Background: an optimization exercise with open tools, aiming at small area and a short achievable clock period. Do not read the settings as production practice. Only simulation tests tie the RTL to the original design; equivalence was not proved.

==> flow/design.v (excerpt) <==
module groove_sample_scheduler #(
    parameter int DEPTH = 4
) (
    input  logic        clk,
    input  logic        reset,
    input  logic        sync_start,
    input  logic [31:0] sig_time,
    input  logic        dir,
    input  logic [31:0] afll_ltr,
    input  logic [31:0] afll_rtl,
    input  logic        pos_valid,
    output logic        pos_ready,
    input  logic [15:0] pos_in,
    output logic        fire,
    output logic [31:0] fire_time,
    output logic        missed,
    output logic        busy
);
For scale: roughly 1400 cells after synthesis, ~190 flip-flops, roughly 150 I/O pins, ~14000 sq um of cells after synthesis.
export LEC_CHECK = 0
export ABC_AREA = 1
export CAP_MARGIN = 20
export CORE_MARGIN = 2
export CORE_UTILIZATION = 40
export PLACE_DENSITY = 0.8
export SETUP_SLACK_MARGIN = 4.8
export SLEW_MARGIN = 20
export TNS_END_PERCENT = 10
create_clock -name core_clock -period 9.0 [get_ports {clk}]
standard.sh (not shown) runs the stock make flow with config.mk's settings and CLKGATE_MAP_FILE= SYNTH_SCRIPT=/design/flow/synth_recipe.tcl, a recipe that flattens the netlist after the stock synthesis.
==> flow/flow/run.sh <==
#!/bin/bash
# The standard layout (the standard.sh: ORFS synthesis, floorplan, power grid,
# placement, CTS and routing) with two changes:
#  - synthesis skips the generic ABC pass that Yosys's synth runs before the adder
#    extraction (SYNTH_ARGS=-noabc), so the full adders are extracted from the RTL's own
#    adder tree without inverters between them; the liberty-mapped ABC pass still runs,
#    and the registers are the same as the standard synthesis's;
#  - the port buffers are inserted as buf_1 cells rather than the larger cell the
#    resizer picks by default; timing repair still resizes them as needed.
set -euo pipefail
export SYNTH_ARGS="-noabc"
export BUFFER_PORTS_ARGS="-buffer_cell sky130_fd_sc_hd__buf_1"
bash standard.sh > standard.log 2>&1
==> next run, changes <==
--- a/flow/design.v
+++ b/flow/design.v
@@ -22,13 +22,13 @@
     logic               first, can_push;
     logic [15:0]        mem [DEPTH];
     logic [AW-1:0]      wr_ptr, rd_ptr;
     logic [AW:0]        count, count_nx;
     logic [31:0]        base, dur, durn, target;
     logic [5:0]         dg_nx;
-    logic [2:0]         b_one, b_two, b_neg;
+    logic [2:0]         b_one, b_two, b_neg, b_one_n, b_two_n;
     logic               c5;
     logic               xg, yg;      
     logic [31:0]        cr;
     logic               push, pop, st_ready, hit, m1_nx, m2_nx, wait_nx, fire_nx;
     logic [15:0]        head;
     logic [3:0]         head_nx;
@@ -44,12 +44,14 @@
     assign head    = mem[rd_ptr];
     assign head_nx = (push && wr_ptr == rd_ptr) ? pos_in[3:0] : head[3:0];
     assign dg_nx   = st_m1 ? {~head[15], head[14:10]} : pop ? head[9:4] : {head_nx, 2'b00};
     assign x = xg ? target : 32'd0;
     assign y = yg ? base : 32'd0;
     assign dur = ~durn;    
+    assign b_one = ~b_one_n;
+    assign b_two = ~b_two_n;
     assign cr = c5 ? dur : 32'd0;
     wire pp1 = (((b_one[0] & dur[0])) ^ b_neg[0]);
     wire pp2 = (((b_one[0] & dur[1]) | (b_two[0] & dur[0])) ^ b_neg[0]);
     wire pp3 = (((b_one[0] & dur[2]) | (b_two[0] & dur[1])) ^ b_neg[0]);
     wire pp4 = (((b_one[0] & dur[3]) | (b_two[0] & dur[2])) ^ b_neg[0]);
     wire pp5 = (((b_one[0] & dur[4]) | (b_two[0] & dur[3])) ^ b_neg[0]);
@@ -730,16 +732,16 @@
         if (sync_start) begin
             base <= sig_time;
             durn <= ~(dir ? afll_rtl : afll_ltr);
         end
         if (!(st_wait || st_fire)) target <= r[37:6];
         for (int j = 0; j < 3; j++) begin
-            b_neg[j] <= dg_nx[2*j+1];
-            b_one[j] <= dg_nx[2*j] ^ (j == 0 ? 1'b0 : dg_nx[2*j-1]);
-            b_two[j] <= dg_nx[2*j+1] ? !(dg_nx[2*j] || (j == 0 ? 1'b0 : dg_nx[2*j-1]))
-                                     : (dg_nx[2*j] && (j == 0 ? 1'b0 : dg_nx[2*j-1]));
+            b_neg[j]   <= dg_nx[2*j+1];
+            b_one_n[j] <= !(dg_nx[2*j] ^ (j == 0 ? 1'b0 : dg_nx[2*j-1]));
+            b_two_n[j] <= !(dg_nx[2*j+1] ? !(dg_nx[2*j] || (j == 0 ? 1'b0 : dg_nx[2*j-1]))
+                                         : (dg_nx[2*j] && (j == 0 ? 1'b0 : dg_nx[2*j-1])));
         end
         c5 <= dg_nx[5];
         first <= st_m2;
     end
     always_ff @(posedge clk or posedge reset) begin
         if (reset) begin
Effect:
- core utilization came out higher by 0.33 points
- routed wire length came out higher by 2.1%
- critical path depth is unchanged
- worst hold slack got worse by 0.012 ns
- design area came out higher by 0.44%
- final cell count barely changes
- worst setup slack improved by 0.12 ns
- via count barely changes
- non-clock buffer count came out higher by 17
- die area came out lower by 0.48%
- clock-buffer cell count does not change
- register-to-register slack improved by 0.12 ns

static timing again, ports no longer ideal:
In the flow no input, the clock included, has a driving cell. The finished layouts below were timed again as built, in two steps.
Step 1: set_driving_cell puts a clkbuf_16 on clk and a buf_2 on each other input, an assumption about the parent block.
Step 2 times the ports against the registers' clock, not the clock port: input delays grow and output delays shrink by t, the midpoint of the rising clock arrivals with the driver on.
a / b / c = no drivers / after step 1 / after step 2; a / b = the first two.
run | t, ns | slack for setup (ns) | cell pins on the clock port's net
the first run | 0.492 | 4.716 / 4.716 / 4.716 | 1
the second run | 0.502 | 4.841 / 4.803 / 4.471 | 1
After both steps every run listed still meets setup and hold. For the second run, which loses most, drivers alone change the setup slack by -0.038 ns; drivers and shift together by -0.370 ns.
